Context: an optimization exercise on an open-source flow, tuned for small area and a short achievable clock period. The choices shown serve that exercise and are no tape-out recipe.
At most, simulation tests tie the RTL to the original design; equivalence was not proved.
Power figures rest on the tool's default switching activity, not on a simulated workload.

==> job 6512: inputs <==
==> flow/design.v <==
package mem_responder_pkg;
  localparam int DEFAULT_AW = 8;
  localparam int DEFAULT_DW = 8;
  typedef enum logic {
    ST_LOAD = 1'b0,
    ST_RUN  = 1'b1
  } state_e;
endpackage
module ram_sp_async #(
  parameter int AW = 8,
  parameter int DW = 8
) (
  input  logic          clk,
  input  logic          i_we,
  input  logic [AW-1:0] i_waddr,
  input  logic [DW-1:0] i_wdata,
  input  logic          i_rnew,
  input  logic [AW-1:0] i_raddr,
  input  logic [AW-1:0] i_raddr_n,
  output logic [DW-1:0] o_rdata
);
  logic [DW-1:0] r_mem [2**AW];
  logic          r_pw_we;
  logic [AW-1:0] r_pw_addr;
  logic [DW-1:0] r_pw_data;
  logic [DW-1:0] r_rdata;
  logic [DW-1:0] w_rdata_new;
  logic [DW-1:0] w_rdata_next;
  always_ff @(posedge clk) begin
    r_pw_we   <= i_we;
    r_pw_addr <= i_waddr;
    r_pw_data <= i_wdata;
  end
  logic [2**AW-1:0] w_bwe;
  always_comb begin
    for (int a = 0; a < 2**AW; a++) begin
      w_bwe[a] = r_pw_we && (r_pw_addr == AW'(a));
    end
  end
  always_ff @(posedge clk) begin
    for (int a = 0; a < 2**AW; a++) begin
      if (w_bwe[a]) begin
        r_mem[a] <= r_pw_data;
      end
    end
  end
  always_comb begin
    if (r_pw_we && (r_pw_addr == i_raddr_n)) begin
      w_rdata_new = r_pw_data;
    end else begin
      w_rdata_new = r_mem[i_raddr_n];
    end
  end
  always_comb begin
    if (i_we && (i_waddr == (i_rnew ? i_raddr_n : i_raddr))) begin
      w_rdata_next = i_wdata;
    end else if (i_rnew) begin
      w_rdata_next = w_rdata_new;
    end else begin
      w_rdata_next = r_rdata;
    end
  end
  always_ff @(posedge clk) begin
    r_rdata <= w_rdata_next;
  end
  assign o_rdata = r_rdata;
endmodule
module mem_responder #(
  parameter int AW = mem_responder_pkg::DEFAULT_AW,
  parameter int DW = mem_responder_pkg::DEFAULT_DW
) (
  input  logic          clk,
  input  logic          rst,
  input  logic [DW-1:0] bus_in,
  input  logic          AR_load,
  input  logic          memory_WE,
  output logic [DW-1:0] mem_out,
  input  logic          ld_valid,
  input  logic [DW-1:0] ld_data,
  input  logic          ld_last,
  output logic          ld_ready,
  input  logic          ld_restart,
  output logic          cpu_hold,
  output logic [AW-1:0] dev_ptr
);
  mem_responder_pkg::state_e r_state;
  mem_responder_pkg::state_e w_state_next;
  logic [AW-1:0] r_ptr;
  logic [AW-1:0] w_ptr_next;
  logic [AW-1:0] r_ar;
  logic [AW-1:0] w_ar_next;
  logic          w_we;
  logic [AW-1:0] w_waddr;
  logic [DW-1:0] w_wdata;
  logic          w_ar_new;
  logic [AW-1:0] w_raddr_new;
  logic          w_load;
  assign w_load = (r_state == mem_responder_pkg::ST_LOAD);
  always_ff @(posedge clk) begin
    if (!rst) begin
      r_state <= mem_responder_pkg::ST_LOAD;
      r_ptr   <= '0;
      r_ar    <= '0;
    end else begin
      r_state <= w_state_next;
      r_ptr   <= w_ptr_next;
      r_ar    <= w_ar_next;
    end
  end
  assign w_waddr = w_load ? r_ptr : r_ar;
  assign w_wdata = w_load ? ld_data : bus_in;
  assign w_we    = rst && !ld_restart && (w_load ? ld_valid : memory_WE);
  assign w_ar_new  = !w_load && !ld_restart && AR_load;
  assign w_ar_next = w_ar_new ? AW'(bus_in) : r_ar;
  always_comb begin
    w_state_next = r_state;
    w_ptr_next   = r_ptr;
    if (ld_restart) begin
      w_state_next = mem_responder_pkg::ST_LOAD;
      w_ptr_next   = '0;
    end else if (w_load && ld_valid) begin
      w_ptr_next = r_ptr + 1'b1;
      if (ld_last || (r_ptr == '1)) begin
        w_state_next = mem_responder_pkg::ST_RUN;
      end
    end
  end
  assign w_raddr_new = rst ? AW'(bus_in) : '0;
  ram_sp_async #(
    .AW(AW),
    .DW(DW)
  ) u_ram (
    .clk       (clk),
    .i_we      (w_we),
    .i_waddr   (w_waddr),
    .i_wdata   (w_wdata),
    .i_rnew    (w_ar_new || !rst),
    .i_raddr   (r_ar),
    .i_raddr_n (w_raddr_new),
    .o_rdata   (mem_out)
  );
  assign ld_ready = w_load;
  assign cpu_hold = w_load;
  assign dev_ptr  = r_ptr;
endmodule
==> flow/run.sh <==
#!/bin/bash
# synth_recipe.tcl (not shown) runs the flow's synth.tcl, then flattens the netlist and writes it again
# the make line also repeats each setting of config.mk as NAME=value (left out here)
make -C /OpenROAD-flow-scripts/flow DESIGN_CONFIG=/design/flow/config.mk WORK_HOME=/design/flow/orfs CLKGATE_MAP_FILE= SYNTH_SCRIPT=/design/flow/synth_recipe.tcl finish
==> flow/config.mk <==
export PLATFORM = sky130hd
export DESIGN_NAME = mem_responder
export DESIGN_NICKNAME = mem_responder
export VERILOG_FILES = /design/flow/design.v
export SDC_FILE = /design/flow/constraint.sdc
export NUM_CORES = 4
export LEC_CHECK = 0
export ABC_CLOCK_PERIOD_IN_PS = 3000
export CAP_MARGIN = 20
export CORE_MARGIN = 2
export CORE_UTILIZATION = 55
export CTS_BUF_LIST = sky130_fd_sc_hd__clkbuf_8
export SETUP_SLACK_MARGIN = 3.0
export SLEW_MARGIN = 20
==> flow/constraint.sdc <==
create_clock -name core_clock -period 6.5 [get_ports {clk}]
set_input_delay 1.3000 -clock core_clock [delete_from_list [all_inputs] [get_ports {clk}]]
set_output_delay 1.3000 -clock core_clock [all_outputs]
set_load 0.01 [all_outputs]
==> job 7208: changes against job 6512 <==
--- a/flow/design.v
+++ b/flow/design.v
@@ -3,2 +3,3 @@
   localparam int DEFAULT_DW = 8;
+  localparam int DEFAULT_RK = 8;
   typedef enum logic {
@@ -10,3 +11,4 @@
   parameter int AW = 8,
-  parameter int DW = 8
+  parameter int DW = 8,
+  parameter int RK = 6
 ) (
@@ -16,2 +18,3 @@
   input  logic [DW-1:0] i_wdata,
+  input  logic          i_rzero,
   input  logic          i_rnew,
@@ -21,2 +24,3 @@
 );
+  localparam int NC = 2**(AW-RK);
   logic [DW-1:0] r_mem [2**AW];
@@ -25,5 +29,10 @@
   logic [DW-1:0] r_pw_data;
-  logic [DW-1:0] r_rdata;
-  logic [DW-1:0] w_rdata_new;
-  logic [DW-1:0] w_rdata_next;
+  logic [DW-1:0] r_cand [NC];
+  logic [DW-1:0] w_cand [NC];
+  logic          w_hit_pw;
+  logic          w_hit_pw0;
+  logic          w_hit_now;
+  logic [NC-1:0] r_psel;
+  logic [AW-1:0] w_raddr_next;
+  logic [DW-1:0] w_rdata;
   always_ff @(posedge clk) begin
@@ -33,2 +42,13 @@
   end
+  localparam int HW = AW / 2;
+  logic [2**HW-1:0]      r_pw_lo;
+  logic [2**(AW-HW)-1:0] r_pw_hi;
+  always_ff @(posedge clk) begin
+    for (int i = 0; i < 2**HW; i++) begin
+      r_pw_lo[i] <= i_we && (i_waddr[HW-1:0] == HW'(i));
+    end
+    for (int i = 0; i < 2**(AW-HW); i++) begin
+      r_pw_hi[i] <= (i_waddr[AW-1:HW] == (AW-HW)'(i));
+    end
+  end
   logic [2**AW-1:0] w_bwe;
@@ -36,3 +56,3 @@
     for (int a = 0; a < 2**AW; a++) begin
-      w_bwe[a] = r_pw_we && (r_pw_addr == AW'(a));
+      w_bwe[a] = r_pw_hi[a >> HW] && r_pw_lo[a % (2**HW)];
     end
@@ -46,22 +66,55 @@
   end
-  always_comb begin
-    if (r_pw_we && (r_pw_addr == i_raddr_n)) begin
-      w_rdata_new = r_pw_data;
-    end else begin
-      w_rdata_new = r_mem[i_raddr_n];
-    end
-  end
-  always_comb begin
-    if (i_we && (i_waddr == (i_rnew ? i_raddr_n : i_raddr))) begin
-      w_rdata_next = i_wdata;
-    end else if (i_rnew) begin
-      w_rdata_next = w_rdata_new;
-    end else begin
-      w_rdata_next = r_rdata;
-    end
-  end
-  always_ff @(posedge clk) begin
-    r_rdata <= w_rdata_next;
-  end
-  assign o_rdata = r_rdata;
+  logic [DW*(2**AW)-1:0] w_lvl [RK+1];
+  always_comb begin
+    for (int a = 0; a < 2**AW; a++) begin
+      w_lvl[0][a*DW +: DW] = r_mem[a];
+    end
+    for (int l = 0; l < RK; l++) begin
+      w_lvl[l+1] = '0;
+      for (int i = 0; i < 2**(AW-l-1); i++) begin
+        w_lvl[l+1][i*DW +: DW] = i_raddr_n[l] ? w_lvl[l][(2*i+1)*DW +: DW]
+                                              : w_lvl[l][(2*i)*DW +: DW];
+      end
+    end
+  end
+  assign w_hit_pw  = r_pw_we && (r_pw_addr[RK-1:0] == i_raddr_n[RK-1:0]);
+  assign w_hit_pw0 = r_pw_we && (r_pw_addr[RK-1:0] == '0);
+  assign w_hit_now = i_we && (i_waddr[RK-1:0] == (i_rnew ? i_raddr_n[RK-1:0] : i_raddr[RK-1:0]));
+  always_comb begin
+    for (int j = 0; j < NC; j++) begin
+      if (w_hit_now && ((int'(i_waddr) >> RK) == j)) begin
+        w_cand[j] = i_wdata;
+      end else if (i_rzero) begin
+        if (w_hit_pw0 && ((int'(r_pw_addr) >> RK) == j)) begin
+          w_cand[j] = r_pw_data;
+        end else begin
+          w_cand[j] = r_mem[j << RK];
+        end
+      end else if (!i_rnew) begin
+        w_cand[j] = r_cand[j];
+      end else if (w_hit_pw && ((int'(r_pw_addr) >> RK) == j)) begin
+        w_cand[j] = r_pw_data;
+      end else begin
+        w_cand[j] = w_lvl[RK][j*DW +: DW];
+      end
+    end
+  end
+  always_ff @(posedge clk) begin
+    for (int j = 0; j < NC; j++) begin
+      r_cand[j] <= w_cand[j];
+    end
+  end
+  assign w_raddr_next = i_rzero ? '0 : (i_rnew ? i_raddr_n : i_raddr);
+  always_ff @(posedge clk) begin
+    for (int j = 0; j < NC; j++) begin
+      r_psel[j] <= ((int'(w_raddr_next) >> RK) == j);
+    end
+  end
+  always_comb begin
+    w_rdata = '0;
+    for (int j = 0; j < NC; j++) begin
+      w_rdata = w_rdata | (r_cand[j] & {DW{r_psel[j]}});
+    end
+  end
+  assign o_rdata = w_rdata;
 endmodule
@@ -127,6 +180,7 @@
   end
-  assign w_raddr_new = rst ? AW'(bus_in) : '0;
+  assign w_raddr_new = AW'(bus_in);
   ram_sp_async #(
     .AW(AW),
-    .DW(DW)
+    .DW(DW),
+    .RK(mem_responder_pkg::DEFAULT_RK)
   ) u_ram (
@@ -136,3 +190,4 @@
     .i_wdata   (w_wdata),
-    .i_rnew    (w_ar_new || !rst),
+    .i_rzero   (!rst),
+    .i_rnew    (w_ar_new),
     .i_raddr   (r_ar),
- ABC_CLOCK_PERIOD_IN_PS: 3000 -> unset
- CORE_UTILIZATION: 55 -> 40
- SETUP_SLACK_MARGIN: 3.0 -> 3.5
==> job 3571: changes against job 6512 <==
==> flow/design.v, changed modules only <==
module ram_sp_async #(
  parameter int AW = 8,
  parameter int DW = 8
) (
  input  logic          clk,
  input  logic          i_we,
  input  logic [AW-1:0] i_waddr,
  input  logic [DW-1:0] i_wdata,
  input  logic [AW-1:0] i_raddr,
  output logic [DW-1:0] o_rdata
);
  logic [DW-1:0] r_mem [2**AW];
  always_ff @(posedge clk) begin
    if (i_we) begin
      r_mem[i_waddr] <= i_wdata;
    end
  end
  assign o_rdata = r_mem[i_raddr];
endmodule
module mem_responder #(
  parameter int AW = mem_responder_pkg::DEFAULT_AW,
  parameter int DW = mem_responder_pkg::DEFAULT_DW
) (
  input  logic          clk,
  input  logic          rst,
  input  logic [DW-1:0] bus_in,
  input  logic          AR_load,
  input  logic          memory_WE,
  output logic [DW-1:0] mem_out,
  input  logic          ld_valid,
  input  logic [DW-1:0] ld_data,
  input  logic          ld_last,
  output logic          ld_ready,
  input  logic          ld_restart,
  output logic          cpu_hold,
  output logic [AW-1:0] dev_ptr
);
  mem_responder_pkg::state_e r_state;
  mem_responder_pkg::state_e w_state_next;
  logic [AW-1:0] r_ptr;
  logic [AW-1:0] w_ptr_next;
  logic [AW-1:0] r_ar;
  logic [AW-1:0] w_ar_next;
  logic          w_we;
  logic [AW-1:0] w_waddr;
  logic [DW-1:0] w_wdata;
  logic [AW-1:0] w_bus_addr;
  assign w_bus_addr = AW'(bus_in);
  always_ff @(posedge clk) begin
    if (!rst) begin
      r_state <= mem_responder_pkg::ST_LOAD;
      r_ptr   <= '0;
      r_ar    <= '0;
    end else begin
      r_state <= w_state_next;
      r_ptr   <= w_ptr_next;
      r_ar    <= w_ar_next;
    end
  end
  always_comb begin
    w_state_next = r_state;
    w_ptr_next   = r_ptr;
    w_ar_next    = r_ar;
    w_we         = 1'b0;
    w_waddr      = r_ar;
    w_wdata      = bus_in;
    unique case (r_state)
      mem_responder_pkg::ST_LOAD: begin
        if (ld_restart) begin
          w_ptr_next = '0;
        end else if (ld_valid) begin
          w_we       = 1'b1;
          w_waddr    = r_ptr;
          w_wdata    = ld_data;
          w_ptr_next = r_ptr + 1'b1;
          if (ld_last || (r_ptr == '1)) begin
            w_state_next = mem_responder_pkg::ST_RUN;
          end
        end
      end
      mem_responder_pkg::ST_RUN: begin
        if (ld_restart) begin
          w_state_next = mem_responder_pkg::ST_LOAD;
          w_ptr_next   = '0;
        end else begin
          w_we = memory_WE;
          if (AR_load) begin
            w_ar_next = w_bus_addr;
          end
        end
      end
      default: begin
        w_state_next = mem_responder_pkg::ST_LOAD;
      end
    endcase
    if (!rst) begin
      w_we = 1'b0;
    end
  end
  ram_sp_async #(
    .AW(AW),
    .DW(DW)
  ) u_ram (
    .clk     (clk),
    .i_we    (w_we),
    .i_waddr (w_waddr),
    .i_wdata (w_wdata),
    .i_raddr (r_ar),
    .o_rdata (mem_out)
  );
  assign ld_ready = (r_state == mem_responder_pkg::ST_LOAD);
  assign cpu_hold = (r_state == mem_responder_pkg::ST_LOAD);
  assign dev_ptr  = r_ptr;
endmodule
- ABC_CLOCK_PERIOD_IN_PS: 3000 -> unset
- CORE_UTILIZATION: 55 -> 40
- CTS_BUF_LIST: sky130_fd_sc_hd__clkbuf_8 -> unset
- SETUP_SLACK_MARGIN: 3.0 -> 0.3
==> summary of the runs <==
- Job 3571 ran to the end with no violations. Job 6512 never finished: it broke off in 5_1_grt (GRT-0232). Job 7208 finished clean.
- Of job 3571 and job 7208, job 7208 has the higher synthesized cell count (gap 4.4%, measured against job 7208).
- Via count: job 7208 is higher than job 3571 (about 11%).
- Synthesized area: job 7208 is higher than job 6512 (about 4%).
- In job 3571 the power is smaller than in job 7208, by 3.6%.
No functional check of the RTL was part of job 6512.

what the ideal ports hide:
In the flow no input, the clock included, has a driving cell. The finished layouts below were timed again as built, in two steps.
Step 1 assumes that a clkbuf_16 drives the clock port and a buf_2 every other input.
Step 2 moves the port delays by t, midway between the first and last clock arrival at a register: inputs arrive t later, outputs are due t later. That takes back most of the time a late clock gives input paths.
Three values: ideal ports, drivers, drivers and shift; two values: the first two.
| run | shift t [ns] | setup slack, ns | worst setup path after step 2 |
|---|---|---|---|
| job 7208 | 1.082 | 3.281 / 3.103 / 2.021 | input to register |
| job 3571 | 0.925 | 0.336 / 0.245 / 1.171 | register to output |
After both steps setup and hold are still met in every run listed. For job 7208, which loses most, drivers alone change the setup slack by -0.178 ns; drivers and shift together by -1.260 ns.
